This design comes from an exercise in tuning for small area, a short achievable clock period and few clock cycles per item on the open sky130 flow, not from production work.
At most, simulation tests tie the RTL to the original design; equivalence was not proved.
The RTL of runs 3 to 6 was laid out without a check of its function.
Power figures rest on the tool's default switching activity, not on a simulated workload.

`flow/design.v`:
```
package wavp_pkg;
    localparam logic [3:0] ChunkLimitReset = 4'd10;
    localparam logic [2:0] StHeader      = 3'd0;
    localparam logic [2:0] StPayload     = 3'd1;
    localparam logic [2:0] StDone        = 3'd2;
    localparam logic [2:0] StBadRiff     = 3'd3;
    localparam logic [2:0] StBadWave     = 3'd4;
    localparam logic [2:0] StBadChannels = 3'd5;
    localparam logic [2:0] StNoData      = 3'd6;
    localparam logic [2:0] StTruncated   = 3'd7;
endpackage
import wavp_pkg::*;
module wav_header_chunk_parser (
    input  logic        clk,
    input  logic        rst_n,
    input  logic        in_valid,
    output logic        in_stall,
    input  logic [7:0]  byte_value,
    input  logic        end_of_file,
    input  logic        cfg_valid,
    output logic        cfg_ready,
    input  logic [3:0]  cfg_data,
    output logic        out_valid,
    input  logic        out_stall,
    output logic        payload_valid,
    output logic [7:0]  payload_byte,
    output logic        payload_last,
    output logic [15:0] audio_format,
    output logic [15:0] num_channels,
    output logic [31:0] sample_freq,
    output logic [15:0] bits_per_sample,
    output logic [31:0] payload_size,
    output logic [2:0]  status
);
    logic [5:0]  pos_q;              
    logic        first_q;            
    logic        ph_h, ph_w, ph_p;   
    logic [2:0]  st_q;               
    logic [15:0] fmt_q, ch_q, bits_q;
    logic [31:0] rate_q, psize_q;
    logic [31:0] cnt_q;              
    logic [2:0]  hc_q;               
    logic        skip_q;             
    logic        match_q;            
    logic [3:0]  chunks_q;
    logic [3:0]  limit_q;
    logic        ov_q, pv_q, pl_q;
    logic [7:0]  pb_q;
    logic [5:0]  pos_n;
    logic [2:0]  st_n;
    logic        phh_n, phw_n, php_n;
    logic [2:0]  hc_n;
    logic        skip_n, match_n;
    logic [3:0]  chunks_n;
    logic        pv_n, pl_n;
    logic        hold, acc;
    logic        live, chk;
    logic [7:0]  d;
    logic [31:0] size;
    logic [31:0] cnt_dec;
    logic [3:0]  chunks_dec;
    logic [7:0]  hdr_tag, id_tag;
    logic        p3, p11, p23;
    logic        hdr_ok, id_ok;
    logic        cnt_one, size_zero;
    logic        cnt_count, cnt_load, psize_load;
    assign d         = byte_value;
    assign hold      = ov_q & out_stall;
    assign in_stall  = hold;
    assign acc       = in_valid & ~hold;
    assign cfg_ready = 1'b1;
    assign p3         = (pos_q == 6'd3);
    assign p11        = (pos_q == 6'd11);
    assign p23        = (pos_q == 6'd23);
    assign live       = ph_h || ph_w || ph_p || (st_q == StDone);
    assign size       = {d, cnt_q[31:8]};
    assign cnt_dec    = cnt_q - 1'b1;
    assign chunks_dec = chunks_q - 1'b1;
    assign cnt_one    = (cnt_q == 32'd1);
    assign size_zero  = (d == 8'd0) && (cnt_q[31:8] == 24'd0);
    always_comb
    begin
        case (pos_q[1:0])
            2'd0:    hdr_tag = pos_q[3] ? 8'h57 : 8'h52;
            2'd1:    hdr_tag = pos_q[3] ? 8'h41 : 8'h49;
            2'd2:    hdr_tag = pos_q[3] ? 8'h56 : 8'h46;
            default: hdr_tag = pos_q[3] ? 8'h45 : 8'h46;
        endcase
        case (hc_q[1:0])
            2'd0:    id_tag = 8'h64;
            2'd1:    id_tag = 8'h61;
            2'd2:    id_tag = 8'h74;
            default: id_tag = 8'h61;
        endcase
    end
    assign hdr_ok = (d == hdr_tag) && (pos_q[1:0] == 2'd0 || match_q);
    assign id_ok  = (d == id_tag) && (hc_q[1:0] == 2'd0 || match_q);
    assign cnt_count  = ph_p || (ph_w && skip_q);
    assign cnt_load   = cnt_count || (ph_w && hc_q[2]);
    assign psize_load = ph_w && !skip_q && (hc_q == 3'd7) && (chunks_q != 4'd0) && match_q;
    always_comb
    begin
        phh_n    = ph_h;
        phw_n    = ph_w;
        php_n    = ph_p;
        st_n     = st_q;
        hc_n     = hc_q;
        skip_n   = skip_q;
        match_n  = match_q;
        chunks_n = chunks_q;
        pv_n     = 1'b0;
        pl_n     = 1'b0;
        chk = live && p23
              && !(d == 8'd0 && (ch_q[7:0] == 8'd1 || ch_q[7:0] == 8'd2));
        if (chk)
        begin
            phh_n = 1'b0;
            phw_n = 1'b0;
            php_n = 1'b0;
            st_n  = StBadChannels;
        end
        else if (ph_h)
        begin
            st_n    = StHeader;
            match_n = hdr_ok;
            if (p3 && !hdr_ok)
            begin
                phh_n = 1'b0;
                st_n  = StBadRiff;
            end
            else if (p11)
            begin
                phh_n = 1'b0;
                if (!hdr_ok)
                    st_n = StBadWave;
                else
                begin
                    phw_n    = 1'b1;
                    hc_n     = 3'd0;
                    skip_n   = 1'b0;
                    chunks_n = limit_q;
                end
            end
        end
        else if (ph_w)
        begin
            st_n = StHeader;
            if (skip_q)
                skip_n = !cnt_one;
            else
            begin
                hc_n = hc_q + 1'b1;
                if (!hc_q[2])
                    match_n = id_ok;
                else if (hc_q == 3'd7)
                begin
                    if (chunks_q == 4'd0)
                    begin
                        phw_n = 1'b0;
                        st_n  = StNoData;
                    end
                    else if (match_q)
                    begin
                        phw_n = 1'b0;
                        php_n = !size_zero;
                        st_n  = size_zero ? StDone : StPayload;
                    end
                    else
                    begin
                        chunks_n = chunks_dec;
                        skip_n   = !size_zero;
                        if (chunks_dec == 4'd0)
                        begin
                            phw_n = 1'b0;
                            st_n  = StNoData;
                        end
                    end
                end
            end
        end
        else if (ph_p)
        begin
            pv_n = 1'b1;
            st_n = StPayload;
            if (cnt_one)
            begin
                php_n = 1'b0;
                pl_n  = 1'b1;
                st_n  = StDone;
            end
        end
        if (end_of_file)
        begin
            if (phh_n || php_n)
                st_n = StTruncated;
            else if (phw_n)
                st_n = StNoData;
            phh_n = 1'b1;
            phw_n = 1'b0;
            php_n = 1'b0;
        end
        if (end_of_file)
            pos_n = 6'd0;
        else if (pos_q != 6'd36)
            pos_n = pos_q + 1'b1;
        else
            pos_n = pos_q;
    end
    always_ff @(posedge clk or negedge rst_n)
    begin
        if (!rst_n)
            limit_q <= ChunkLimitReset;
        else if (cfg_valid)
            limit_q <= cfg_data;
    end
    always_ff @(posedge clk or negedge rst_n)
    begin
        if (!rst_n)
        begin
            ov_q    <= 1'b0;
            pos_q   <= 6'd0;
            first_q <= 1'b1;
            ph_h    <= 1'b1;
            ph_w    <= 1'b0;
            ph_p    <= 1'b0;
        end
        else
        begin
            ov_q <= in_valid | hold;
            if (acc)
            begin
                pos_q   <= pos_n;
                first_q <= end_of_file;
                ph_h    <= phh_n;
                ph_w    <= phw_n;
                ph_p    <= php_n;
            end
        end
    end
    logic [7:0]  dcap;
    logic [9:0]  lane;
    logic [9:0]  lane_en;
    logic        psize_en, cnt_en;
    assign dcap = first_q ? 8'd0 : d;
    always_comb
    begin
        lane[0] = (pos_q == 6'd20);
        lane[1] = (pos_q == 6'd21);
        lane[2] = (pos_q == 6'd22);
        lane[3] = (pos_q == 6'd23);
        lane[4] = (pos_q == 6'd24);
        lane[5] = (pos_q == 6'd25);
        lane[6] = (pos_q == 6'd26);
        lane[7] = (pos_q == 6'd27);
        lane[8] = (pos_q == 6'd34);
        lane[9] = (pos_q == 6'd35);
        lane_en = acc ? (first_q ? 10'h3ff : (live ? lane : 10'd0)) : 10'd0;
    end
    always_ff @(posedge clk)
    begin
        if (lane_en[0]) fmt_q[7:0]    <= dcap;
        if (lane_en[1]) fmt_q[15:8]   <= dcap;
        if (lane_en[2]) ch_q[7:0]     <= dcap;
        if (lane_en[3]) ch_q[15:8]    <= dcap;
        if (lane_en[4]) rate_q[7:0]   <= dcap;
        if (lane_en[5]) rate_q[15:8]  <= dcap;
        if (lane_en[6]) rate_q[23:16] <= dcap;
        if (lane_en[7]) rate_q[31:24] <= dcap;
        if (lane_en[8]) bits_q[7:0]   <= dcap;
        if (lane_en[9]) bits_q[15:8]  <= dcap;
    end
    assign psize_en = acc && (first_q || psize_load);
    assign cnt_en   = acc && cnt_load;
    always_ff @(posedge clk)
    begin
        if (psize_en)
            psize_q <= first_q ? 32'd0 : size;
        if (cnt_en)
            cnt_q <= cnt_count ? cnt_dec : size;
    end
    always_ff @(posedge clk)
    begin
        if (acc)
        begin
            st_q     <= st_n;
            hc_q     <= hc_n;
            skip_q   <= skip_n;
            match_q  <= match_n;
            chunks_q <= chunks_n;
            pv_q     <= pv_n;
            pl_q     <= pl_n;
            pb_q     <= pv_n ? d : 8'd0;
        end
    end
    assign out_valid       = ov_q;
    assign payload_valid   = pv_q;
    assign payload_byte    = pb_q;
    assign payload_last    = pl_q;
    assign audio_format    = fmt_q;
    assign num_channels    = ch_q;
    assign sample_freq     = rate_q;
    assign bits_per_sample = bits_q;
    assign payload_size    = psize_q;
    assign status          = st_q;
endmodule
```
`flow/run.sh`:
```
#!/bin/bash
# synth_recipe.tcl (not shown) runs the flow's synth.tcl, then flattens the netlist and writes it again
# the make line also repeats each setting of config.mk as NAME=value (left out here)
make -C /OpenROAD-flow-scripts/flow DESIGN_CONFIG=/design/flow/config.mk WORK_HOME=/design/flow/orfs CLKGATE_MAP_FILE= SYNTH_SCRIPT=/design/flow/synth_recipe.tcl finish
```
`flow/config.mk`:
```
export PLATFORM = sky130hd
export DESIGN_NAME = wav_header_chunk_parser
export DESIGN_NICKNAME = wav_header_chunk_parser
export VERILOG_FILES = /design/flow/design.v
export SDC_FILE = /design/flow/constraint.sdc
export NUM_CORES = 4
export LEC_CHECK = 0
export CAP_MARGIN = 20
export CORE_MARGIN = 2
export CORE_UTILIZATION = 55
export SETUP_SLACK_MARGIN = 3.0
export SLEW_MARGIN = 20
```
`flow/constraint.sdc`:
```
create_clock -name core_clock -period 5.5 [get_ports {clk}]
set_input_delay 1.1000 -clock core_clock [delete_from_list [all_inputs] [get_ports {clk}]]
set_output_delay 1.1000 -clock core_clock [all_outputs]
set_load 0.01 [all_outputs]
```
==> results by group, run 1 <==
Status
  – Outcome: complete, no violations

Route
  – WL met3: 1760 um
  – Vias/cell: 5.90
  – DRC viols: 0
  – Initial DRC Count: 596
  – Drt total wl: 21400 um
  – Met1 WL: 9120 um
  – Met2 wire length: 10100 um
  – WL/cell: 20.8 um
  – DR top layer: met4
  – Drt pass-1 iters: 6
  – Routed vias: 6084
  – ANT nets after route: 0

Timing
  – RSZ-0062 raised after global routing: yes
  – Slew headroom: 21.6%
  – Minimum clock period: 2500 ps
  – Count of pins over their slew limit: 0
  – Final-report setup violation count: 0
  – Period utilisation layout: 45.5%
  – Final Skew: 11.7 ps
  – Setup ws final: 3000 ps
  – Worst Max-Slew Pin Slew: 1170 ps
  – Setup TNS Final: 0 ps
  – Hold WS: 507 ps
  – F_max: 400 MHz
  – Final hold vios: 0

Global route
  – GR Overflow Total: 0
  – Initial antenna violation count: 1
  – GRT Overall Usage: 26.8%
  – Vias in the first global route: 5647
  – First-pass GRT wire length: 32300 um
  – Largest net degree at the start of global routing: 64

Floorplan
  – I/O pin total: 146
  – Die area: 16000 um2
  – Die X-Extent: 126 um
  – Cell row count: 44
  – Die Ht: 126 um
  – Starting Density: 56.5%
  – Core region area: 14600 um2

Finish
  – Ratio of cells with drive above 1 in the final layout: 20.8%
  – Final net count: 865
  – Area delta synth->final: 36.4%

Logic synthesis
  – Top cells by area, synth: edfxtp_1 (60%), dfrtp_1 (3.3%), nor2b_1 (3.3%), xnor2_1 (2.9%), nand2_1 (2.8%)
  – Synth async-reset ratio: 8.29%
  – Post-synth EDFFs: 166
  – Netlist cell types: 74
  – Yosys reg bits: 181
  – Post-Syn Instances: 649
  – Sequential-to-total area share from yosys stat: 65.1%
  – Post-synth top area cell: edfxtp_1
  – Syn_area_per_cell: 12.7 um2
  – Primary FF master, synth: edfxtp_1
  – Top-area cell type share of the netlist area: 60.4%
  – Post-Syn Area: 8250 um2
  – Synth Net Count: 680
  – YS warnings: 1

Worst setup path
  – CP max FO: 25
  – CP Class: input pin to register
  – Critical Path Start Type: input pin
  – Setup crit end kind: register
  – Arr. time, crit path: 2620 ps
  – Worst path required time: 5620 ps

Power
  – Pwr dens: 343 nW/um2
  – Leakage power: 3.96 nW
  – Max VDD drop: 0.000369 V

Clock network
  – CTS clock-pin slew for the worst setup and hold paths: 70 ps
  – Total CTS buffers: 17
  – Deepest clock path buffer count: 2
  – CTS Hold Buffers Added: 0
  – H-tree depth: 4
  – Clock latency on the worst-skew pair: 440 ps
  – Clock sink count: 181
  – CTS root buffer: clkbuf_16
  – CTS tree: done

Flow run
  – Max Cap Violations: 0

Hold path
  – Hold Crit Class: register to register

Place
  – Dpl hpwl: 13700 um
  – GPL Wtd Cong: 0.875
  – Port-buffer cells: 144
  – Pre-CTS setup slack: 1890 ps
## kinds of logic after synthesis
kind of cell               count (synthesis)  share of synthesized area [%]
AOI/OAI and AO/OA                        114                           9.00
xor gates and xnor gates                  34                           3.61
adders and majority gates                 13                           1.97
buffers and inverters                     52                           2.67
DFF                                      181                           65.1
muxes                                      5                          0.652
other                                      1                         0.0455
and+or+nand+nor                          249                           17.0
## power breakdown
part / leakage (nW) / total [mW] / internal [mW] / switching [mW]
Combinational: 1.96 / 0.832 / 0.367 / 0.465
Sequential: 1.73 / 1.85 / 1.70 / 0.146
Clock: 0.272 / 1.18 / 0.634 / 0.548
## layout make-up
type	count	area, um2
antenna	1	2.50
clock inverter	15	145
inverter	20	93.8
sequential	181	5370
clock buffer	17	425
tap	184	230
fill	899	3340
timing repair buffer	196	1890
multi-input combinational	418	3090
## final timing paths
| check | from | to | slack [ps] | cells past startpoint |
|---|---|---|---|---|
| max in group asynchronous | rst_n | pos_q[1] | 3940 | 1 |
| hold / removal | limit_q[2] | limit_q[2] | 510 | 1 |
| setup / recovery | in_valid | chunks_q[3] | 3000 | 5 |
| min in group asynchronous | rst_n | ph_p | 1080 | 1 |
| setup reg to reg | st_q[0] | ch_q[12] | 3020 | 6 |
| hold reg to reg | limit_q[2] | limit_q[2] | 510 | 1 |
## through the flow
stage	total power, mW	utilization, %	area (um2)	instances
after global routing	4.02	77.1	11200	1032
after floorplan	2.27	-	8340	649
final	3.86	77.1	11200	1032
after detailed placement	2.54	67.5	9850	946
after global placement	2.51	67.5	9850	946
after CTS	3.77	73.9	10800	999
## registers in the layout, summed over array words and instances (netlist names), 3 cells and up
name,count
bits_q,16
ch_q,16
chunks_q,4
cnt_q,32
fmt_q,16
hc_q,3
limit_q,4
pb_q,8
pos_q,6
psize_q,32
rate_q,32
st_q,3
## what timing repair did
item / CTS / global route
pin swaps: 14 / 22
setup buffers: 19 / 32
endpoints found under the setup margin: 220 / 163
resized for setup: 61 / 65
gates cloned: 2 / 0
endpoints found under the hold margin: 0 / 0
## cells in the final DEF, fill, tap and decap left out, drive strengths merged, types with 11 or more instances in the layout
cell type,instances
buf,56
xnor2,27
nand3,12
a21oi,30
dfrtp,11
nor2,47
clkbuf,22
ha,13
edfxtp,166
nor2b,43
o21ai,42
nor3,19
clkdlybuf4s50,126
inv,24
nor4,14
nand2,62
## layer usage
layer | up-vias | global-route usage, %
met5 | - | 0
met4 | 0 | 10.1
met3 | 33 | 6.71
met2 | 308 | 40.6
met1 | 2990 | 37.8
li1 | 2753 | -
## cells in the mapped netlist (4+ instances only)
cell type  count
o21ai_1       18
inv_1         19
dfrtp_1       11
nor2_1        45
a31oi_1        4
buf_1          4
nor3b_1        7
nand2_1       62
dfstp_2        4
nand3_1       12
o21ai_0       24
nor4_1         9
and3_1         5
nor2b_1       43
a21oi_1       28
ha_1          13
xor2_1         7
buf_2          5
xnor2_1       27
and2_1         8
edfxtp_1     166
nor3_1        17
clkbuf_1      20
o2111ai_1      4
or3_1          5
nor4b_1        4
## critical path, cell delays in order
cell and delay (ps):
clkdlybuf4s50_1 600, nand2_8 250, clkinv_8 210, nand2_2 110, a211oi_4 330
Testbench counts, summed over its fixed seeds: cycles 34,672, items 34,664.
==> run 2, diff against run 1 <==
==> flow/flow/run.sh (new file) <==
#!/bin/bash
# Standard ORFS layout, except that the port buffers use a small buffer cell
# (buf_1) instead of the delay-buffer cell buffer_ports picks by default;
# repair_design / repair_timing still resize them where needed.
set -euo pipefail
export BUFFER_PORTS_ARGS="-buffer_cell sky130_fd_sc_hd__buf_1"
bash standard.sh > standard.log 2>&1
==> flow/standard.sh (new file) <==
#!/bin/bash
# synth_recipe.tcl (not shown) runs the flow's synth.tcl, then flattens the netlist and writes it again
# the make line also repeats each setting of config.mk as NAME=value (left out here)
make -C /OpenROAD-flow-scripts/flow DESIGN_CONFIG=/design/flow/config.mk WORK_HOME=/design/flow/orfs CLKGATE_MAP_FILE= SYNTH_SCRIPT=/design/flow/synth_recipe.tcl "${@:-finish}"
removed: flow/run.sh
==> run 2 against run 1 <==
  * Critical path depth fell by 1
  * Final cell count fell by 0.58%
  * Cell area fell by 8.5%
  * First-iteration DRC count fell by 41%
  * Register-to-register slack got worse by 30 ps
  * Total power fell by 3.0%
  * Still clean on timing, DRC and antenna
  * Critical path type is now input pin to primary output
  * Fmax fell by 1.2%
  * Die area did not move
  * Global-route usage fell by 1.5 points
==> results by group, run 2 <==
Power
  – Overall power: 3.75 mW (-3.0%)
  – Sequential Power Share: 49.4% (+1.5 points)
  – Internal: 2.59 mW (-4.1%)
  – Sw Pwr: 1.15 mW (-0.45%)
  – Clk pwr share: 30.8% (+0.2 points)
  – Pwr dens: 364 nW/um2 (+6.0%)
  – Leakage power: 3.47 nW (-12%)
  – Sw Share: 30.8% (+0.79 points)
  – Max VDD drop: 0.000323 V (-12%)
  – Gate power share: 19.8% (-1.7 points)

Timing
  – Final Skew: 9.59 ps (-2.07 ps)
  – Worst Max-Slew Pin Slew: 1070 ps (-99.7 ps)
  – Minimum clock period: 2530 ps (+31.2 ps)
  – Period utilisation layout: 46.1% (+0.57 points)
  – RSZ-0062 raised after global routing: yes
  – Slew headroom: 28.2% (+6.7 points)
  – Final-report setup violation count: 0 (unchanged)
  – Setup ws final: 2970 ps (-31.2 ps)
  – Final hold vios: 0 (unchanged)
  – F_max: 395 MHz (-1.2%)
  – Count of pins over their slew limit: 0 (unchanged)
  – Setup TNS Final: 0 ps (unchanged)

Worst setup path
  – Critical Path Start Type: input pin
  – Critical path depth: 4 (-1)
  – CP Class: input pin to primary output
  – Critical Path Start: out_stall
  – R2R depth: 10 (+4)
  – Arr. time, crit path: 1430 ps (-1190 ps)
  – CP max stage cell: buf_6
  – Critical path's top delay family: buffers and inverters
  – Crit path buffers/inverters: 3 (+1)
  – CP cell instances: buf_1, nand2_2, inv_2, buf_6
  – Reg2reg start: pos_q[1]
  – Setup crit end kind: primary output
  – Worst path required time: 4400 ps (-1220 ps)
  – CP max FO: 3 (-88%)
  – Critical Path Max Stage Delay: 110 ps (-490 ps)

Clock network
  – H-tree depth: 4 (unchanged)
  – Total CTS buffers: 17 (unchanged)
  – Clock latency on the worst-skew pair: 430 ps (about the same)
  – Clock sink count: 181 (unchanged)
  – CTS clock-pin slew for the worst setup and hold paths: 70 ps (about the same)
  – CTS tree: done
  – Deepest clock path buffer count: 2 (unchanged)
  – CTS root buffer: clkbuf_16

Global route
  – Largest net degree at the start of global routing: 64 (unchanged)
  – First-pass GRT wire length: 31000 um (-4.1%)
  – Vias in the first global route: 5453 (-3.4%)
  – Initial antenna violation count: 1 (unchanged)
  – GR Overflow Total: 0 (unchanged)
  – GRT Overall Usage: 25.3% (-1.5 points)

Route
  – ANT nets after route: 0 (unchanged)
  – WL/cell: 20.1 um (-3.3%)
  – Drt pass-1 iters: 5 (-1)
  – Initial DRC Count: 351 (-41%)
  – Drt total wl: 20600 um (-3.9%)
  – Vias/cell: 5.77 (-2.2%)
  – DRC viols: 0 (unchanged)
  – Routed vias: 5915 (-2.8%)

Logic synthesis
  – YS warnings: 1 (unchanged)
  – Post-synth EDFFs: 166 (unchanged)
  – Sequential-to-total area share from yosys stat: 65.1% (unchanged)
  – Cell with the most instances after synthesis: edfxtp_1
  – Syn_area_per_cell: 12.7 um2 (unchanged)
  – Netlist cell types: 74 (unchanged)
  – Post-Syn Area: 8250 um2 (unchanged)
  – Post-Syn Instances: 649 (unchanged)
  – Yosys reg bits: 181 (unchanged)
  – Synth Net Count: 680 (unchanged)
  – Post-synth top area cell: edfxtp_1
  – Top cells by area, synth: edfxtp_1 (60%), dfrtp_1 (3.3%), nor2b_1 (3.3%), xnor2_1 (2.9%), nand2_1 (2.8%)
  – Top-area cell type share of the netlist area: 60.4% (unchanged)
  – Primary FF master, synth: edfxtp_1
  – Synth async-reset ratio: 8.29% (unchanged)
  – Commonest cells post-synth: edfxtp_1 (166), nand2_1 (62), nor2_1 (45)

Finish
  – Storage element area: 5370 um2 (about the same)
  – Area delta synth->final: 24.9%
  – Ratio of cells with drive above 1 in the final layout: 19.9% (-0.92 points)
  – Most frequent cells in the layout: edfxtp_1 (166), buf_1 (139), nand2_1 (59), nor2b_1 (41)
  – Multi-input logic area: 3080 um2 (-0.49%)
  – Post-route insts no fill: 1026 (-0.58%)
  – FILL cells: 1022 (+14%)
  – Most common cell after layout, fill and taps aside: edfxtp_1
  – Biggest regs: cnt_q: 32 flops, psize_q: 32 flops, rate_q: 32 flops
  – Final net count: 859 (-0.69%)

Place
  – Pre-CTS setup slack: 2260 ps (+372 ps)
  – Port-buffer cells: 144 (unchanged)
  – Dpl hpwl: 13600 um (-0.92%)
  – GPL Wtd Cong: 0.894 (+2.2%)
  – Post-placement cell count: 946 (unchanged)

Hold path
  – Hold Crit Class: register to register
  – Hold path start: limit_q[2]
  – WHS Path Cells: 1 (unchanged)

Status
  – Outcome: complete, no violations

Floorplan
  – I/O pin total: 146 (unchanged)
  – Core region area: 14600 um2 (unchanged)
  – Starting Density: 56.5% (unchanged)
  – Die X-Extent: 126 um (unchanged)
  – Die Ht: 126 um (unchanged)
  – Cell row count: 44 (unchanged)
  – Die area: 16000 um2 (unchanged)

Flow run
  – Max Cap Violations: 0 (unchanged)
run 2: changes by cell type in the layout (fill, tap and decap cells not counted), moves of 5 or more:
cell | previous run | this run
buf_1 | 0 | 139
buf_4 | 42 | 34
clkbuf_2 | 5 | 0
dlymetal6s2s_1 | 7 | 0
clkdlybuf4s50_1 | 126 | 0
run 2: layer usage:
| layer | track usage (%) | up-vias | part of all wire [%] |
|---|---|---|---|
| met3 | 4.60 | 28 | 7.2 |
| met1 | 37.6 | 2869 | 46 |
| met2 | 38.2 | 263 | 46 |
| met5 | 0 | - | 0 |
| li1 | - | 2755 | - |
| met4 | 8.40 | 0 | 1.6 |
run 2: logic make-up after synthesis:
kind of cell	Yosys count	share of synthesized area, %
AOI/OAI and AO/OA	114	9.00
xor gates and xnor gates	34	3.61
adders and majority gates	13	1.97
buffers and inverters	52	2.67
DFF	181	65.1
muxes	5	0.652
other	1	0.0455
and+or+nand+nor	249	17.0
run 2: path summary, 6_finish.rpt:
check | endpoint | slack, ps
max reg2reg | st_q[0] | 2990
min | limit_q[2] | 510
max | in_stall | 2970
min in group asynchronous | ph_p | 760
max in group asynchronous | pos_q[0] | 4150
min reg2reg | limit_q[2] | 510
run 2: power by group through the flow:
| stage | Sequential (mW) | Combinational, mW | Clock (mW) |
|---|---|---|---|
| 2_1_floorplan | 1.83 | 0.444 | 0 |
| 3_3_place_gp | 1.87 | 0.574 | 0 |
| 3_5_place_dp | 1.88 | 0.589 | 0 |
| 4_1_cts | 1.85 | 0.669 | 1.17 |
| 5_1_grt | 1.87 | 0.817 | 1.23 |
| 6_report | 1.85 | 0.743 | 1.15 |
run 2: worst reg2reg max path, delay by kind of cell (launching register included):
kind / cells / cell delay [ps]
compound gates: 3 / 460
simple gates: 3 / 760
buf+inv: 3 / 430
fa+ha+maj: 1 / 190
flops: 1 / 430
run 2: repair_timing:
| action | 4_1_cts | 5_1_grt |
|---|---|---|
| gates cloned | 1 | 1 |
| endpoints found under the hold margin | 0 | 0 |
| hold buffers | 0 | 0 |
| pin swaps | 13 | 16 |
| gates resized for setup | 48 | 38 |
| setup endpoints to repair | 177 | 136 |
| setup buffers | 21 | 24 |
run 2: cell type report:
| cell class | instances | area share [%] |
|---|---|---|
| antenna | 1 | 0.0243 |
| tap | 184 | 2.24 |
| clock buffer | 17 | 4.13 |
| timing repair buffer | 190 | 9.35 |
| clock inverter | 15 | 1.40 |
| sequential | 181 | 52.2 |
| inverter | 20 | 0.838 |
| multi-input combinational | 418 | 29.9 |
run 2: per-stage QoR:
stage	utilization (%)	cell area, um2	hold WS [ps]
global route	70.6	10300	549
floorplan	-	8340	470
finish	70.6	10300	514
global placement	61.4	8950	504
detailed placement	61.4	8950	506
CTS	67.9	9900	521
==> run 3, diff against run 2 <==
--- a/flow/design.v
+++ b/flow/design.v
@@ -53,7 +53,9 @@
     logic        skip_n, match_n;
     logic [3:0]  chunks_n;
     logic        pv_n, pl_n;
-    logic        hold, acc;
+    logic        hold, acc, take, src_eof;
+    logic        sk_v, sk_eof;
+    logic [7:0]  sk_d;
     logic        live, chk;
     logic [7:0]  d;
     logic [31:0] size;
@@ -64,10 +66,12 @@
     logic        hdr_ok, id_ok;
     logic        cnt_one, size_zero;
     logic        cnt_count, cnt_load, psize_load;
-    assign d         = byte_value;
     assign hold      = ov_q & out_stall;
-    assign in_stall  = hold;
-    assign acc       = in_valid & ~hold;
+    assign in_stall  = sk_v;
+    assign take      = in_valid & ~sk_v;
+    assign acc       = (sk_v | in_valid) & ~hold;
+    assign d         = sk_v ? sk_d : byte_value;
+    assign src_eof   = sk_v ? sk_eof : end_of_file;
     assign cfg_ready = 1'b1;
     assign p3         = (pos_q == 6'd3);
     assign p11        = (pos_q == 6'd11);
@@ -189,7 +193,7 @@
                 st_n  = StDone;
             end
         end
-        if (end_of_file)
+        if (src_eof)
         begin
             if (phh_n || php_n)
                 st_n = StTruncated;
@@ -199,7 +203,7 @@
             phw_n = 1'b0;
             php_n = 1'b0;
         end
-        if (end_of_file)
+        if (src_eof)
             pos_n = 6'd0;
         else if (pos_q != 6'd36)
             pos_n = pos_q + 1'b1;
@@ -218,6 +222,7 @@
         if (!rst_n)
         begin
             ov_q    <= 1'b0;
+            sk_v    <= 1'b0;
             pos_q   <= 6'd0;
             first_q <= 1'b1;
             ph_h    <= 1'b1;
@@ -226,11 +231,15 @@
         end
         else
         begin
-            ov_q <= in_valid | hold;
+            ov_q <= acc | hold;
+            if (take && hold)
+                sk_v <= 1'b1;
+            else if (!hold)
+                sk_v <= 1'b0;
             if (acc)
             begin
                 pos_q   <= pos_n;
-                first_q <= end_of_file;
+                first_q <= src_eof;
                 ph_h    <= phh_n;
                 ph_w    <= phw_n;
                 ph_p    <= php_n;
@@ -280,6 +289,14 @@
     end
     always_ff @(posedge clk)
     begin
+        if (!sk_v)
+        begin
+            sk_d   <= byte_value;
+            sk_eof <= end_of_file;
+        end
+    end
+    always_ff @(posedge clk)
+    begin
         if (acc)
         begin
             st_q     <= st_n;
--- a/flow/config.mk
+++ b/flow/config.mk
@@ -8,5 +8,5 @@
 export CAP_MARGIN = 20
 export CORE_MARGIN = 2
 export CORE_UTILIZATION = 55
-export SETUP_SLACK_MARGIN = 3.0
+export SETUP_SLACK_MARGIN = 3.3
 export SLEW_MARGIN = 20
==> run 3 against run 2 <==
  * Cell area grew 7.0%
  * Synthesized cell count increased by 3.5%
  * Non-clock buffer count rose by 23
  * Combinational power down 18%
  * Still clean on timing, DRC and antenna
  * Flip-flop and latch count is 10 higher
  * Wire length grew 8.0%
  * Largest cell class unchanged
  * Clock power grew 9.6%
  * First-iteration DRC count increased by 92%
  * Total power shrank 0.62%
==> results by group, run 3 <==
Worst setup path
  – Crit Reg-Reg Endpoint: st_q[2]
  – Setup crit end kind: register
  – CP cell instances: nor4_4, nand4_1, buf_4, nor4_4, nor2_2, a31o_1, o311a_1, or4_4
  – R2R depth: 8 (-2)
  – Critical Path Max Stage Delay: 500 ps (+390 ps)
  – CP max stage cell: edfxtp_1
  – CP max FO: 5 (+2)
  – CP Class: register to register
  – Reg2reg start: cnt_q[17]
  – Critical Path Start Type: register
  – Arr. time, crit path: 3080 ps (+1650 ps)
  – CP most frequent cell: nor4_4
  – Reg-to-reg slack, setup: 2590 ps (-400 ps)
  – Worst path required time: 5670 ps (+1270 ps)

Logic synthesis
  – Post-synth top area cell: edfxtp_1
  – Sequential-to-total area share from yosys stat: 66.3% (+1.3 points)
  – Synth Net Count: 702 (+3.2%)
  – Primary FF master, synth: edfxtp_1
  – Proportion of synthesized area in mux cells: 2.44% (+1.8 points)
  – YS warnings: 1 (unchanged)
  – Netlist cell types: 68 (-8.1%)
  – Post-synth EDFFs: 166 (unchanged)
  – Simple-gate portion of the synthesized area: 14.4% (-2.6 points)
  – Synth async-reset ratio: 8.38% (+0.090 points)
  – Main combinational cell family by area after synthesis: simple AND/OR/NAND/NOR gates
  – Yosys reg bits: 191 (+5.5%)
  – Post-Syn Instances: 672 (+3.5%)
  – Top-area cell type share of the netlist area: 59.4% (-1.1 points)
  – Compound-Gate Fraction of Synth Area: 8.51% (-0.49 points)
  – Syn_area_per_cell: 12.5 um2 (-1.6%)
  – Post-Syn Area: 8400 um2 (+1.8%)
  – Commonest cells post-synth: edfxtp_1 (166), nor2_1 (75), nand2_1 (56)
  – Top cells by area, synth: edfxtp_1 (59%), dfrtp_1 (3.6%), nor2_1 (3.4%), o21ai_0 (2.9%), xnor2_1 (2.7%)
  – Adder-cell share of the synthesized area: 1.79% (-0.18 points)
  – Cell with the most instances after synthesis: edfxtp_1
  – Post-Synth XOR/XNOR Area: 3.75% (+0.14 points)

Timing
  – F_max: 343 MHz (-13%)
  – Final hold vios: 0 (unchanged)
  – Final-report setup violation count: 0 (unchanged)
  – Minimum clock period: 2910 ps (+382 ps)
  – Final Skew: 19.2 ps (+9.56 ps)
  – Setup ws final: 2590 ps (-382 ps)
  – Setup TNS Final: 0 ps (unchanged)
  – Count of pins over their slew limit: 0 (unchanged)
  – Worst Max-Slew Pin Slew: 935 ps (-140 ps)
  – Slew headroom: 37.7% (+9.5 points)
  – Period utilisation layout: 53.0% (+6.9 points)
  – RSZ-0062 raised after global routing: yes

Floorplan
  – I/O pin total: 146 (unchanged)
  – Cell row count: 45 (+2.3%)
  – Core region area: 15000 um2 (+3.0%)
  – Starting Density: 55.9% (-0.66 points)
  – Die area: 16300 um2 (+1.8%)
  – Die X-Extent: 128 um (+0.89%)
  – Die Ht: 128 um (+0.89%)

Route
  – Vias/cell: 5.85 (+1.4%)
  – WL/cell: 20.6 um (+2.8%)
  – Initial DRC Count: 675 (+92%)
  – DRC viols: 0 (unchanged)
  – Routed vias: 6303 (+6.6%)
  – Drt pass-1 iters: 5 (unchanged)
  – ANT nets after route: 0 (unchanged)
  – Drt total wl: 22200 um (+8.0%)

Power
  – Overall power: 3.72 mW (-0.62%)
  – Pwr dens: 338 nW/um2 (-7.1%)
  – Leakage power: 3.93 nW (+13%)
  – Max VDD drop: 0.000210 V (-35%)

Clock network
  – CTS Hold Buffers Added: 0 (unchanged)
  – Total CTS buffers: 17 (unchanged)
  – Deepest clock path buffer count: 2 (unchanged)
  – CTS tree: done
  – Clock latency on the worst-skew pair: 440 ps (about the same)
  – H-tree depth: 4 (unchanged)
  – CTS clock-pin slew for the worst setup and hold paths: 80 ps (about the same)
  – Clock sink count: 191 (+5.5%)
  – CTS root buffer: clkbuf_16

Place
  – Port-buffer cells: 144 (unchanged)
  – GPL Wtd Cong: 0.904 (+1.1%)
  – Placed instance area: 9270 um2 (+3.6%)
  – Dpl hpwl: 14000 um (+2.9%)
  – Pre-CTS setup slack: 2030 ps (-229 ps)

Finish
  – Ratio of cells with drive above 1 in the final layout: 24.5% (+4.6 points)
  – Most frequent cells in the layout: edfxtp_1 (166), buf_1 (141), nor2_1 (57), buf_4 (54), nand2_1 (49)
  – Most common cell after layout, fill and taps aside: edfxtp_1
  – Biggest regs: cnt_q: 32 flops, psize_q: 32 flops, rate_q: 32 flops
  – Area delta synth->final: 31.2%
  – Antenna fix cells: 0 (-1)
  – Finished Cell Area: 11000 um2 (+7.0%)
  – Final net count: 907 (+5.6%)

Global route
  – GR Overflow Total: 0 (unchanged)
  – GRT Overall Usage: 26.3% (+0.95 points)
  – Vias in the first global route: 5794 (+6.3%)
  – First-pass GRT wire length: 32300 um (+4.1%)
  – GR Util met2: 42.2% (+4.0 points)
  – Largest net degree at the start of global routing: 59 (-7.8%)
  – Initial antenna violation count: 0 (-1)
  – Met3 Track Usage GR: 5.23% (+0.64 points)
  – Met1 Use GR: 36.4% (-1.2 points)
  – Most used routing layer: met2

Hold path
  – Hold path start: limit_q[1]
  – Hold Crit Class: register to register
  – Min-Delay Endpoint: limit_q[1]
  – WHS Path Cells: 2 (+1)

Flow run
  – Max Cap Violations: 0 (unchanged)

Status
  – Outcome: complete, no violations
-- run 3: cell count changes in the layout (fill, tap and decap cells not counted), sizes merged, moves of 9 or more --
| cell | change |
|---|---|
| nor2b | -14 |
| inv | +10 |
| nor2 | +29 |
| buf | +23 |
| dfxtp | +9 |
| mux2i | +14 |
-- run 3: final cells by class --
type | instances | area [um2]
clock buffers | 17 | 425
well taps | 188 | 235
clock inverters | 15 | 190
inverters | 28 | 121
fillers | 1020 | 4020
flip-flops and latches | 191 | 5590
multi-input cells | 426 | 3290
repair buffers | 213 | 1170
-- run 3: worst max-delay path by stage --
stage               cells after the start  slack (ps)     endpoint       from
global placement                        7        2120  chunks_q[0]       sk_v
finish                                  8        2590      st_q[2]  cnt_q[17]
floorplan                               8        2540      st_q[2]   cnt_q[8]
global route                            8        2490      st_q[2]  cnt_q[17]
CTS                                     7        2470      st_q[2]   cnt_q[9]
detailed placement                      7        2030  chunks_q[3]       sk_v
-- run 3: timing repair --
item | CTS | global route
buffers inserted | 34 | 32
resized for setup | 60 | 68
hold endpoints to repair | 0 | 0
setup endpoints to repair | 290 | 159
pin swaps | 19 | 26
gates cloned | 2 | 0
-- run 3: metrics by stage --
step | std cells | hold slack [ps] | utilization (%)
CTS | 1046 | 517 | 69.7
detailed placement | 978 | 504 | 61.7
finish | 1078 | 508 | 73.3
global route | 1078 | 553 | 73.3
global placement | 978 | 497 | 61.7
floorplan | 672 | 470 | -
-- run 3: power by group --
| part | internal, mW | leakage (nW) | total, mW | switching [mW] |
|---|---|---|---|---|
| Clock | 0.659 | 0.303 | 1.26 | 0.604 |
| Combinational | 0.227 | 1.78 | 0.606 | 0.379 |
| Sequential | 1.75 | 1.84 | 1.86 | 0.106 |
| Total | 2.64 | 3.93 | 3.72 | 1.09 |
-- run 3: logic make-up after synthesis --
| logic type | count (synthesis) |
|---|---|
| xor+xnor | 36 |
| flops | 191 |
| compound gates | 117 |
| simple gates | 238 |
| other cells | 1 |
| mux | 20 |
| buf+inv | 57 |
| fa+ha+maj | 12 |
-- run 3: worst max-delay path: cells and delay by family, from the launching register on --
family / cells / cell delay, ps
and+or+nand+nor: 5 / 1420
DFF: 1 / 500
AOI/OAI and AO/OA: 2 / 550
buffers and inverters: 1 / 180
-- run 3: per-layer routing --
layer  routed length (um)  part of all wire, %  vias to the layer above
met5                    0                    0                        -
met4                  287                  1.3                        0
met3                 1580                  7.1                       23
met2                11100                   50                      307
met1                 9270                   42                     3101
li1                     -                    -                     2872
==> run 4, diff against run 3 <==
--- a/flow/config.mk
+++ b/flow/config.mk
@@ -7,6 +7,6 @@
 export LEC_CHECK = 0
 export CAP_MARGIN = 20
 export CORE_MARGIN = 2
-export CORE_UTILIZATION = 55
-export SETUP_SLACK_MARGIN = 3.3
+export CORE_UTILIZATION = 50
+export SETUP_SLACK_MARGIN = 3.6
 export SLEW_MARGIN = 20
==> run 4 against run 3 <==
  * Register-to-register slack worse by 170 ps
  * Combinational power is 36% higher
  * Final cell count is 7.4% higher
  * Clock power hardly changed
  * Via count is 4.7% higher
  * Total power is 5.7% higher
  * Clock skew is 8.1 ps lower
  * Count of clock-buffer cells in the layout is 1 higher
  * Sequential share of layout area is 4.6 points lower
  * Utilization is 0.11 points higher
  * Global-route usage is 2.7 points lower
  * Non-clock buffer count is 46 higher
  * Highest routed layer unchanged
==> results by group, run 4 <==
Finish
  – Biggest regs: cnt_q: 32 flops, psize_q: 32 flops, rate_q: 32 flops
  – Most common cell after layout, fill and taps aside: edfxtp_1
  – Final net count: 955 (+5.3%)
  – Ratio of cells with drive above 1 in the final layout: 44.5% (+20 points)
  – Final core utilization: 73.4% (+0.11 points)
  – Antenna fix cells: 0 (unchanged)
  – Area delta synth->final: 44.4%
  – Most frequent cells in the layout: edfxtp_1 (166), clkbuf_2 (91), buf_4 (83), nand2_1 (49), nor2_1 (38)

Logic synthesis
  – Main combinational cell family by area after synthesis: simple AND/OR/NAND/NOR gates
  – Compound-Gate Fraction of Synth Area: 8.51% (unchanged)
  – Sequential-to-total area share from yosys stat: 66.3% (unchanged)
  – Synth async-reset ratio: 8.38% (unchanged)
  – Netlist cell types: 68 (unchanged)
  – Yosys reg bits: 191 (unchanged)
  – Top cells by area, synth: edfxtp_1 (59%), dfrtp_1 (3.6%), nor2_1 (3.4%), o21ai_0 (2.9%), xnor2_1 (2.7%)
  – YS warnings: 1 (unchanged)
  – Top-area cell type share of the netlist area: 59.4% (unchanged)
  – Post-synth EDFFs: 166 (unchanged)
  – Simple-gate portion of the synthesized area: 14.4% (unchanged)
  – Post-Syn Area: 8400 um2 (unchanged)
  – Post-Synth XOR/XNOR Area: 3.75% (unchanged)
  – Post-synth top area cell: edfxtp_1
  – Commonest cells post-synth: edfxtp_1 (166), nor2_1 (75), nand2_1 (56)
  – Proportion of synthesized area in mux cells: 2.44% (unchanged)
  – Syn_area_per_cell: 12.5 um2 (unchanged)
  – Primary FF master, synth: edfxtp_1
  – Synth Net Count: 702 (unchanged)
  – Cell with the most instances after synthesis: edfxtp_1
  – Adder-cell share of the synthesized area: 1.79% (unchanged)
  – Post-Syn Instances: 672 (unchanged)

Worst setup path
  – Setup crit end kind: register
  – Arr. time, crit path: 3270 ps (+190 ps)
  – CP Class: register to register
  – CP max FO: 5 (unchanged)
  – Worst path required time: 5680 ps (about the same)
  – Critical Path Start Type: register

Clock network
  – CTS tree: done
  – Total CTS buffers: 17 (unchanged)
  – H-tree depth: 4 (unchanged)
  – CTS root buffer: clkbuf_16
  – CTS Hold Buffers Added: 0 (unchanged)
  – CTS clock-pin slew for the worst setup and hold paths: 80 ps (about the same)
  – Clock latency on the worst-skew pair: 440 ps (about the same)
  – Clock sink count: 191 (unchanged)
  – Deepest clock path buffer count: 2 (unchanged)

Floorplan
  – Core region area: 16500 um2 (+9.9%)
  – Die X-Extent: 134 um (+4.7%)
  – Cell row count: 47 (+4.4%)
  – Starting Density: 50.8% (-5.0 points)
  – Die area: 17800 um2 (+9.7%)
  – Die Ht: 134 um (+4.7%)
  – I/O pin total: 146 (unchanged)

Global route
  – GR Overflow Total: 0 (unchanged)
  – Vias in the first global route: 5783 (-0.19%)
  – First-pass GRT wire length: 32200 um (-0.21%)
  – Largest net degree at the start of global routing: 59 (unchanged)
  – Initial antenna violation count: 0 (unchanged)
  – GRT Overall Usage: 23.5% (-2.7 points)

Timing
  – RSZ-0062 raised after global routing: yes
  – Period utilisation layout: 56.2% (+3.2 points)
  – Final-report setup violation count: 0 (unchanged)
  – Final Skew: 11.1 ps (-8.09 ps)
  – Minimum clock period: 3090 ps (+174 ps)
  – Count of pins over their slew limit: 0 (unchanged)
  – Final hold vios: 0 (unchanged)
  – F_max: 324 MHz (-5.6%)
  – Worst Max-Slew Pin Slew: 1020 ps (+85.9 ps)
  – Setup TNS Final: 0 ps (unchanged)
  – Slew headroom: 31.3% (-6.4 points)
  – Hold WS: 510 ps (+1.77 ps)

Place
  – GPL Wtd Cong: 0.892 (-1.4%)
  – Port-buffer cells: 144 (unchanged)
  – Dpl hpwl: 13600 um (-2.5%)

Power
  – Leakage power: 4.63 nW (+18%)
  – Max VDD drop: 0.000236 V (+12%)
  – Pwr dens: 325 nW/um2 (-4.0%)

Route
  – Routed vias: 6598 (+4.7%)
  – Vias/cell: 5.70 (-2.6%)
  – DRC viols: 0 (unchanged)
  – Drt pass-1 iters: 5 (unchanged)
  – Initial DRC Count: 679 (+0.59%)
  – ANT nets after route: 0 (unchanged)
  – Drt total wl: 23500 um (+5.7%)
  – WL/cell: 20.3 um (-1.6%)

Flow run
  – Max Cap Violations: 0 (unchanged)

Hold path
  – Hold Crit Class: register to register

Status
  – Outcome: complete, no violations
-- run 4: cell counts after synthesis --
No cell type changed its count.
-- run 4: final timing paths --
kind                            start  slack, ps  cells after the start          to
min reg2reg                limit_q[1]        510                      2  limit_q[1]
min in group asynchronous       rst_n        750                      1    pos_q[0]
min                        limit_q[1]        510                      2  limit_q[1]
max in group asynchronous       rst_n       4140                      1        ph_w
max reg2reg                  pos_q[0]       2410                      7     st_q[2]
max                          pos_q[0]       2410                      7     st_q[2]
-- run 4: power by group --
group	internal, mW	switching (mW)	total, mW
Combinational	0.370	0.456	0.826
Clock	0.662	0.604	1.27
Sequential	1.75	0.0957	1.85
-- run 4: metal layers --
| metal | GRT usage (%) | vias up | wire length [um] |
|---|---|---|---|
| li1 | - | 2991 | - |
| met1 | 32.8 | 3244 | 9600 |
| met2 | 39.2 | 304 | 12000 |
| met3 | 3.23 | 59 | 1340 |
| met4 | 6.32 | 0 | 615 |
| met5 | 0 | - | 0 |
-- run 4: layout make-up --
| class | instances | area [um2] |
|---|---|---|
| inverters | 28 | 131 |
| clock inverters | 14 | 194 |
| flip-flops and latches | 191 | 5590 |
| well taps | 220 | 275 |
| multi-input cells | 428 | 3650 |
| repair buffers | 259 | 1860 |
| clock buffers | 18 | 429 |
| fillers | 1095 | 4400 |
-- run 4: critical path: stages, from the launching register on --
cell     delay, ps
dfrtp_2        400
ha_4           180
or4b_2         720
o21ai_0        340
o31ai_1        170
a31o_2         270
o311a_1        320
or4_4          420
-- run 4: logic make-up (layout without fill, tap and decap cells) --
logic type	Yosys count	in the layout
AOI/OAI and AO/OA	117	118
xor gates and xnor gates	36	36
adders and majority gates	12	12
buffers and inverters	57	319
DFF	191	191
muxes	20	21
other	1	1
and+or+nand+nor	238	240
-- run 4: per-stage QoR --
stage          setup slack (ps)  power [mW]  instance area, um2  std cells
2_1_floorplan              2540        2.17                8700        672
3_3_place_gp               2180        2.34                9400       1010
3_5_place_dp               2110        2.35                9400       1010
4_1_cts                    2400        3.73               10900       1091
5_1_grt                    2420        4.07               12100       1158
6_report                   2410        3.94               12100       1158
-- run 4: what timing repair did --
item                                    in CTS  in global routing
gates resized for setup                     91                227
pin swaps                                   28                 60
cloned                                       4                  2
endpoints found under the setup margin     415                350
setup buffers                               45                 65
==> run 5, diff against run 4 <==
--- a/flow/design.v
+++ b/flow/design.v
@@ -65,6 +65,7 @@
     logic        p3, p11, p23;
     logic        hdr_ok, id_ok;
     logic        cnt_one, size_zero;
+    logic        cnt_one_q, hz_q;
     logic        cnt_count, cnt_load, psize_load;
     assign hold      = ov_q & out_stall;
     assign in_stall  = sk_v;
@@ -80,8 +81,8 @@
     assign size       = {d, cnt_q[31:8]};
     assign cnt_dec    = cnt_q - 1'b1;
     assign chunks_dec = chunks_q - 1'b1;
-    assign cnt_one    = (cnt_q == 32'd1);
-    assign size_zero  = (d == 8'd0) && (cnt_q[31:8] == 24'd0);
+    assign cnt_one    = cnt_one_q;
+    assign size_zero  = (d == 8'd0) && hz_q;
     always_comb
     begin
         case (pos_q[1:0])
@@ -285,7 +286,12 @@
         if (psize_en)
             psize_q <= first_q ? 32'd0 : size;
         if (cnt_en)
-            cnt_q <= cnt_count ? cnt_dec : size;
+        begin
+            cnt_q     <= cnt_count ? cnt_dec : size;
+            cnt_one_q <= cnt_count ? (cnt_q == 32'd2)
+                                   : (d == 8'd0 && cnt_q[31:16] == 16'd0 && cnt_q[15:8] == 8'd1);
+            hz_q      <= (d == 8'd0 && cnt_q[31:16] == 16'd0);
+        end
     end
     always_ff @(posedge clk)
     begin
--- a/flow/config.mk
+++ b/flow/config.mk
@@ -7,6 +7,6 @@
 export LEC_CHECK = 0
 export CAP_MARGIN = 20
 export CORE_MARGIN = 2
-export CORE_UTILIZATION = 50
-export SETUP_SLACK_MARGIN = 3.6
+export CORE_UTILIZATION = 55
+export SETUP_SLACK_MARGIN = 3.3
 export SLEW_MARGIN = 20
==> run 5 against run 4 <==
  * Global-route usage up 1.5 points
  * Still clean
  * Largest cell class unchanged
  * Die area down 7.2%
  * Clock power down 3%
  * Sequential power up 9%
  * Flip-flop and latch count up 2
==> results by group, run 5 <==
Power
  – Sw Share: 31.7% (+2.4 points)
  – Sequential Power Share: 49.6% (+2.7 points)
  – Pwr dens: 373 nW/um2 (+15%)
  – Sw Pwr: 1.29 mW (+11%)
  – Internal: 2.77 mW (-0.57%)
  – Gate power share: 19.9% (-1.1 points)
  – Max VDD drop: 0.000247 V (+4.6%)
  – Leakage power: 3.77 nW (-19%)
  – Clk pwr share: 30.5% (-1.7 points)

Timing
  – F_max: 395 MHz (+22%)
  – Final-report setup violation count: 0 (unchanged)
  – Worst Max-Slew Pin Slew: 989 ps (-31.4 ps)
  – Count of pins over their slew limit: 0 (unchanged)
  – Final Skew: 9.58 ps (-1.49 ps)
  – Setup TNS Final: 0 ps (unchanged)
  – Minimum clock period: 2530 ps (-560 ps)
  – Hold WS: 519 ps (+9.18 ps)
  – RSZ-0062 raised after global routing: yes
  – Slew headroom: 33.8% (+2.5 points)
  – Period utilisation layout: 46.0% (-10 points)
  – Final hold vios: 0 (unchanged)

Logic synthesis
  – Post-synth top area cell: edfxtp_1
  – Primary FF master, synth: edfxtp_1
  – Post-Syn Area: 8550 um2 (+1.8%)
  – Top cells by area, synth: edfxtp_1 (59%), dfrtp_1 (3.5%), nor2_1 (3.5%), nand2_1 (2.6%), o21ai_0 (2.3%)
  – Synth Net Count: 707 (+0.71%)
  – Sequential-to-total area share from yosys stat: 65.8% (-0.48 points)
  – Synth async-reset ratio: 8.29% (-0.087 points)
  – Post-Syn Instances: 677 (+0.74%)
  – YS warnings: 1 (unchanged)
  – Commonest cells post-synth: edfxtp_1 (168), nor2_1 (80), nand2_1 (59)
  – Top-area cell type share of the netlist area: 59.0% (-0.36 points)
  – Syn_area_per_cell: 12.6 um2 (+1.1%)
  – Post-synth EDFFs: 168 (+1.2%)
  – Yosys reg bits: 193 (+1.0%)
  – Cell with the most instances after synthesis: edfxtp_1
  – Netlist cell types: 77 (+13%)

Worst setup path
  – Reg-to-reg slack, setup: 3030 ps (+620 ps)
  – Crit Reg-Reg Endpoint: st_q[0]
  – Critical Path Start Type: input pin
  – CP max FO: 4 (-1)
  – R2R depth: 9 (+2)
  – Critical path's top delay family: compound AO/OA/AOI/OAI gates
  – Critical path depth: 9 (+2)
  – CP max stage cell: or4_4
  – CP Class: input pin to register
  – CP cell instances: buf_8, mux2i_4, inv_2, or4_4, a31oi_4, o2111ai_4, o21bai_2, and3_1, o21ai_1
  – Critical Path Max Stage Delay: 430 ps (-290 ps)
  – Arr. time, crit path: 2700 ps (-570 ps)
  – Setup crit end kind: register
  – Worst path required time: 5670 ps (about the same)
  – Reg2reg start: sk_v
  – Crit path buffers/inverters: 2 (+2)

Finish
  – Final net count: 888 (-7.0%)
  – Most frequent cells in the layout: edfxtp_1 (168), buf_1 (136), nor2_1 (62), nand2_1 (52), buf_4 (32)
  – Antenna fix cells: 0 (unchanged)
  – Ratio of cells with drive above 1 in the final layout: 23.1% (-21 points)
  – Most common cell after layout, fill and taps aside: edfxtp_1
  – Area delta synth->final: 27.1%
  – Final core utilization: 71.5% (-1.9 points)
  – Biggest regs: cnt_q: 32 flops, psize_q: 32 flops, rate_q: 32 flops

Clock network
  – H-tree depth: 4 (unchanged)
  – Clock latency on the worst-skew pair: 440 ps (about the same)
  – CTS tree: done
  – Deepest clock path buffer count: 2 (unchanged)
  – Clock sink count: 193 (+1.0%)
  – CTS clock-pin slew for the worst setup and hold paths: 80 ps (about the same)
  – CTS root buffer: clkbuf_16
  – Total CTS buffers: 17 (unchanged)

Global route
  – GRT Overall Usage: 25.0% (+1.5 points)
  – GR Overflow Total: 0 (unchanged)
  – First-pass GRT wire length: 31400 um (-2.6%)
  – Initial antenna violation count: 0 (unchanged)
  – Largest net degree at the start of global routing: 63 (+6.8%)
  – Vias in the first global route: 5803 (+0.35%)

Floorplan
  – Starting Density: 56.2% (+5.4 points)
  – Die area: 16600 um2 (-7.2%)
  – Die Ht: 129 um (-3.7%)
  – Die X-Extent: 129 um (-3.7%)
  – Cell row count: 45 (-4.3%)
  – Core region area: 15200 um2 (-8.0%)
  – I/O pin total: 146 (unchanged)

Place
  – Dpl hpwl: 13200 um (-3.0%)
  – GPL Wtd Cong: 0.881 (-1.2%)
  – Port-buffer cells: 144 (unchanged)

Route
  – Drt pass-1 iters: 5 (unchanged)
  – Vias/cell: 5.71 (+0.15%)
  – Met2 wire length: 10100 um (-16%)
  – Met1 WL: 8980 um (-6.4%)
  – Initial DRC Count: 340 (-50%)
  – WL met3: 1440 um (+7.4%)
  – ANT nets after route: 0 (unchanged)
  – Routed vias: 6043 (-8.4%)
  – Drt total wl: 20800 um (-11%)
  – DR top layer: met4
  – DRC viols: 0 (unchanged)
  – WL/cell: 19.7 um (-3.2%)

Status
  – Outcome: complete, no violations

Hold path
  – Hold Crit Class: register to register
  – Hold path start: limit_q[0]
  – WHS Path Cells: 1 (-1)
  – Min-Delay Endpoint: limit_q[0]

Flow run
  – Max Cap Violations: 0 (unchanged)
[run 5: cell count changes in the layout (fill, tap and decap cells not counted), sizes merged, moves of 3 or more]
| cell | change |
|---|---|
| nand2 | +3 |
| nor2 | +6 |
| mux2i | -4 |
| nand4 | -3 |
| xnor2 | -4 |
| or4 | +3 |
| nor4 | -7 |
| clkbuf | -91 |
| buf | +22 |
| or3 | -5 |
| nand2b | +4 |
| nor3b | +6 |
[run 5: kinds of logic after synthesis]
logic type      after synthesis  share of synthesized area (%)
mux                          17                           2.18
compound gates              113                           8.75
other cells                   1                         0.0439
xor+xnor                     33                           3.38
fa+ha+maj                    12                           1.76
buf+inv                      58                           2.79
flops                       193                           65.8
simple gates                250                           15.2
[run 5: worst register-to-register path, stage by stage, from the launching register on]
cell       delay (ps)
dfrtp_4           440
buf_12            170
mux2i_4           270
inv_2              50
or4_4             430
a31oi_4           190
o2111ai_4         220
o21bai_2          200
and3_1            180
o21ai_1            70
[run 5: power by group through the flow]
stage / Sequential [mW] / Combinational (mW) / Clock [mW]
2_1_floorplan: 2.01 / 0.461 / 0
3_3_place_gp: 2.04 / 0.653 / 0
3_5_place_dp: 2.04 / 0.664 / 0
4_1_cts: 2.00 / 0.760 / 1.25
5_1_grt: 2.03 / 0.883 / 1.30
6_report: 2.01 / 0.806 / 1.23
[run 5: stage by stage]
step / std cells / worst slack (ps) / total power, mW / instance area (um2)
final: 1059 / 2970 / 4.05 / 10900
after CTS: 1046 / 2950 / 4.01 / 10500
after detailed placement: 978 / 2160 / 2.71 / 9370
after global routing: 1059 / 2930 / 4.22 / 10900
after floorplan: 677 / 2620 / 2.47 / 8750
after global placement: 978 / 2310 / 2.69 / 9370
[run 5: final cells by class]
type | count | area, um2
Clock buffer | 17 | 425
Clock inverter | 15 | 181
Fill cell | 1074 | 4340
Inverter | 26 | 103
Multi-Input combinational cell | 429 | 3230
Sequential cell | 193 | 5650
Tap cell | 188 | 235
Timing Repair Buffer | 191 | 1040
[run 5: how the worst max path moves through the flow]
| stage | start | endpoint | slack [ps] |
|---|---|---|---|
| global placement | byte_value[0] | chunks_q[0] | 2310 |
| floorplan | byte_value[1] | chunks_q[0] | 2620 |
| finish | byte_value[1] | st_q[0] | 2970 |
| CTS | byte_value[1] | chunks_q[2] | 2950 |
| detailed placement | sk_v | chunks_q[0] | 2160 |
| global route | byte_value[1] | st_q[0] | 2930 |
[run 5: per-layer routing]
metal | global-route usage (%) | vias to the layer above
met5 | 0 | -
met4 | 7.93 | 0
met3 | 5.41 | 31
met2 | 41.0 | 236
met1 | 33.7 | 2962
li1 | - | 2814
[run 5: repair_timing]
item	4_1_cts	5_1_grt
buffers inserted	33	13
endpoints found under the setup margin	295	189
pin swaps	20	23
gates resized for setup	56	52
hold buffers	0	0
cloned	3	0
==> run 6, diff against run 5 <==
--- a/flow/config.mk
+++ b/flow/config.mk
@@ -8,5 +8,5 @@
 export CAP_MARGIN = 20
 export CORE_MARGIN = 2
 export CORE_UTILIZATION = 55
-export SETUP_SLACK_MARGIN = 3.3
+export SETUP_SLACK_MARGIN = 3.0
 export SLEW_MARGIN = 20
==> run 6 against run 5 <==
  * Still clean
  * Combinational power shrank 7.3%
  * Synthesized cell count is the same
  * Utilization shrank 2.5 points
  * Critical path depth is the same
  * Hold slack is essentially flat
  * Clock skew is essentially flat
  * Final cell count shrank 1.6%
  * Total power shrank 0.35%
  * Cell area shrank 3.5%
  * Clock power grew 4%
  * Non-clock buffer count shrank 15
  * Critical path type unchanged
==> results by group, run 6 <==
Power
  – Max VDD drop: 0.000243 V (-1.7%)
  – Pwr dens: 385 nW/um2 (+3.3%)
  – Overall power: 4.04 mW (-0.35%)
  – Leakage power: 3.63 nW (-3.8%)

Finish
  – Biggest regs: cnt_q: 32 flops, psize_q: 32 flops, rate_q: 32 flops
  – Final core utilization: 69.0% (-2.5 points)
  – Antenna fix cells: 0 (unchanged)
  – Post-route insts no fill: 1042 (-1.6%)
  – Final net count: 871 (-1.9%)
  – Most common cell after layout, fill and taps aside: edfxtp_1
  – Area delta synth->final: 22.6%
  – Most frequent cells in the layout: edfxtp_1 (168), buf_1 (137), nor2_1 (69), nand2_1 (57), o21ai_0 (37)
  – Ratio of cells with drive above 1 in the final layout: 18.0% (-5.0 points)

Clock network
  – Deepest clock path buffer count: 2 (unchanged)
  – Clock sink count: 193 (unchanged)
  – Clock latency on the worst-skew pair: 430 ps (about the same)
  – CTS Hold Buffers Added: 0 (unchanged)
  – CTS clock-pin slew for the worst setup and hold paths: 70 ps (about the same)
  – CTS root buffer: clkbuf_16
  – CTS tree: done
  – H-tree depth: 4 (unchanged)
  – Total CTS buffers: 17 (unchanged)

Logic synthesis
  – Netlist cell types: 77 (unchanged)
  – Sequential-to-total area share from yosys stat: 65.8% (unchanged)
  – Post-Syn Instances: 677 (unchanged)
  – Post-Syn Area: 8550 um2 (unchanged)
  – Cell with the most instances after synthesis: edfxtp_1
  – Post-synth EDFFs: 168 (unchanged)
  – YS warnings: 1 (unchanged)
  – Synth async-reset ratio: 8.29% (unchanged)
  – Post-synth top area cell: edfxtp_1
  – Yosys reg bits: 193 (unchanged)
  – Top cells by area, synth: edfxtp_1 (59%), dfrtp_1 (3.5%), nor2_1 (3.5%), nand2_1 (2.6%), o21ai_0 (2.3%)
  – Primary FF master, synth: edfxtp_1
  – Top-area cell type share of the netlist area: 59.0% (unchanged)
  – Synth Net Count: 707 (unchanged)
  – Syn_area_per_cell: 12.6 um2 (unchanged)
  – Commonest cells post-synth: edfxtp_1 (168), nor2_1 (80), nand2_1 (59)

Timing
  – Final hold vios: 0 (unchanged)
  – RSZ-0062 raised after global routing: yes
  – Period utilisation layout: 46.7% (+0.68 points)
  – Setup TNS Final: 0 ps (unchanged)
  – Worst Max-Slew Pin Slew: 986 ps (-3.02 ps)
  – Count of pins over their slew limit: 0 (unchanged)
  – Hold WS: 519 ps (+0.235 ps)
  – F_max: 390 MHz (-1.5%)
  – Slew headroom: 34.3% (+0.45 points)
  – Final Skew: 9.84 ps (+0.265 ps)
  – Minimum clock period: 2570 ps (+37.3 ps)
  – Final-report setup violation count: 0 (unchanged)

Flow run
  – Max Cap Violations: 0 (unchanged)

Route
  – Routed vias: 5905 (-2.3%)
  – DRC viols: 0 (unchanged)
  – Vias/cell: 5.67 (-0.69%)
  – WL/cell: 19.2 um (-2.6%)
  – Initial DRC Count: 401 (+18%)
  – Drt pass-1 iters: 4 (-1)
  – Drt total wl: 20000 um (-4.1%)
  – ANT nets after route: 0 (unchanged)

Global route
  – First-pass GRT wire length: 30600 um (-2.6%)
  – GR Overflow Total: 0 (unchanged)
  – Largest net degree at the start of global routing: 58 (-7.9%)
  – Vias in the first global route: 5691 (-1.9%)
  – Initial antenna violation count: 0 (unchanged)
  – GRT Overall Usage: 24.4% (-0.62 points)

Place
  – GPL Wtd Cong: 0.862 (-2.1%)
  – Dpl hpwl: 13200 um (-0.23%)
  – Port-buffer cells: 144 (unchanged)
  – Post-placement cell count: 979 (+0.10%)

Floorplan
  – I/O pin total: 146 (unchanged)
  – Die Ht: 129 um (unchanged)
  – Die area: 16600 um2 (unchanged)
  – Cell row count: 45 (unchanged)
  – Die X-Extent: 129 um (unchanged)
  – Starting Density: 56.2% (unchanged)
  – Core region area: 15200 um2 (unchanged)

Worst setup path
  – Critical Path Start Type: input pin
  – Reg2reg start: pos_q[0]
  – Reg-to-reg slack, setup: 3000 ps (-30 ps)
  – Crit Reg-Reg Endpoint: st_q[0]
  – CP Class: input pin to register
  – Setup crit end kind: register
  – Worst path required time: 5680 ps (about the same)
  – R2R depth: 7 (-2)
  – CP max FO: 6 (+2)
  – Arr. time, crit path: 2740 ps (+40 ps)

Hold path
  – Hold path start: limit_q[1]
  – Hold Crit Class: register to register
  – Min-Delay Endpoint: limit_q[1]
  – WHS Path Cells: 2 (+1)

Status
  – Outcome: complete, no violations
## run 6: cell counts after synthesis
Identical to the previous run, type by type.
## run 6: cell type report
class                           instances  area (um2)
Multi-Input combinational cell        427        2990
Timing Repair Buffer                  176         882
Fill cell                            1126        4720
Sequential cell                       193        5640
Clock buffer                           17         425
Clock inverter                         15         200
Tap cell                              188         235
Inverter                               26         110
## run 6: stage by stage
step | instance area [um2] | setup slack [ps]
after floorplan | 8620 | 2620
after global placement | 9270 | 2280
after detailed placement | 9270 | 2200
after CTS | 10300 | 2910
after global routing | 10500 | 2860
final | 10500 | 2930
## run 6: report_power, final
part | total, mW | switching, mW | internal [mW]
combinational | 0.747 | 0.474 | 0.273
clock | 1.28 | 0.585 | 0.696
sequential | 2.01 | 0.162 | 1.85
total | 4.04 | 1.22 | 2.82
## run 6: worst max-delay path by stage
stage / from / to / slack (ps) / depth (start not counted)
after floorplan: byte_value[1] / chunks_q[0] / 2620 / 7
after global placement: ph_h / rate_q[23] / 2280 / 4
after detailed placement: byte_value[1] / chunks_q[3] / 2200 / 8
after CTS: byte_value[1] / chunks_q[3] / 2910 / 8
after global routing: byte_value[0] / st_q[0] / 2860 / 9
final: byte_value[0] / st_q[0] / 2930 / 9
## run 6: critical path: stages
cell	delay, ps
buf_2	140
mux2i_4	220
inv_1	130
nand3_1	100
nor4b_4	290
o2111ai_4	270
o21bai_2	240
and3_1	180
o21ai_1	60
## run 6: cell families (layout without fill, tap and decap cells)
| group | count (synthesis) | in the layout | synth area share, % |
|---|---|---|---|
| AO/OA/AOI/OAI | 113 | 113 | 8.75 |
| multiplexers | 17 | 17 | 2.18 |
| adder cells (fa/ha/maj) | 12 | 12 | 1.76 |
| XOR/XNOR | 33 | 33 | 3.38 |
| other | 1 | 1 | 0.0439 |
| AND/OR/NAND/NOR | 250 | 251 | 15.2 |
| buffers and inverters | 58 | 234 | 2.79 |
| flip-flops | 193 | 193 | 65.8 |
## run 6: routing by layer
layer | vias up | part of all wire [%] | global-route usage [%]
li1 | 2775 | - | -
met1 | 2892 | 43 | 33.5
met2 | 209 | 49 | 39.5
met3 | 29 | 6.1 | 4.24
met4 | 0 | 2.0 | 9.08
met5 | - | 0 | 0
## run 6: what timing repair did
action | in CTS | in global routing
setup buffers | 21 | 8
cloned | 1 | 0
setup endpoints to repair | 207 | 55
pin swaps | 14 | 15
resized for setup | 47 | 34

## static timing again, ports no longer ideal
The flow's constraints put no driver on any port. The routed layouts listed below were extracted and timed again, unchanged, in two steps.
Step 1, drivers: a clkbuf_16 drives clk and a buf_2 each remaining input, both assumed.
Step 2 adds t to the input delays and takes it off the output delays; t is the mean of the earliest and latest rising clock arrival at the registers after step 1. Input paths then give back, and output paths get back, about the clock's delay inside the block.
a / b / c = no drivers / after step 1 / after step 2; a / b = the first two.
run	t, ns	setup WS [ns]	hold slack, ns	worst setup path at the end
run 1	0.477	2.998 / 2.959 / 2.542	0.507 / 0.507 / 0.507	input to register
run 2	0.464	2.967 / 2.944 / 2.617	0.514 / 0.514 / 0.514	input to register
run 3	0.469	2.585 / 2.585 / 2.218	0.508 / 0.508 / 0.508	input to register
run 4	0.476	2.411 / 2.411 / 2.265	0.510 / 0.510 / 0.510	input to register
run 5	0.472	2.971 / 2.973 / 2.501	0.519 / 0.519 / 0.519	input to register
run 6	0.469	2.934 / 2.932 / 2.463	0.519 / 0.519 / 0.519	input to register
After both steps every run listed still meets setup and hold. The setup slack of run 6, which loses most, moves by -0.002 ns with the drivers and by -0.471 ns with both steps.
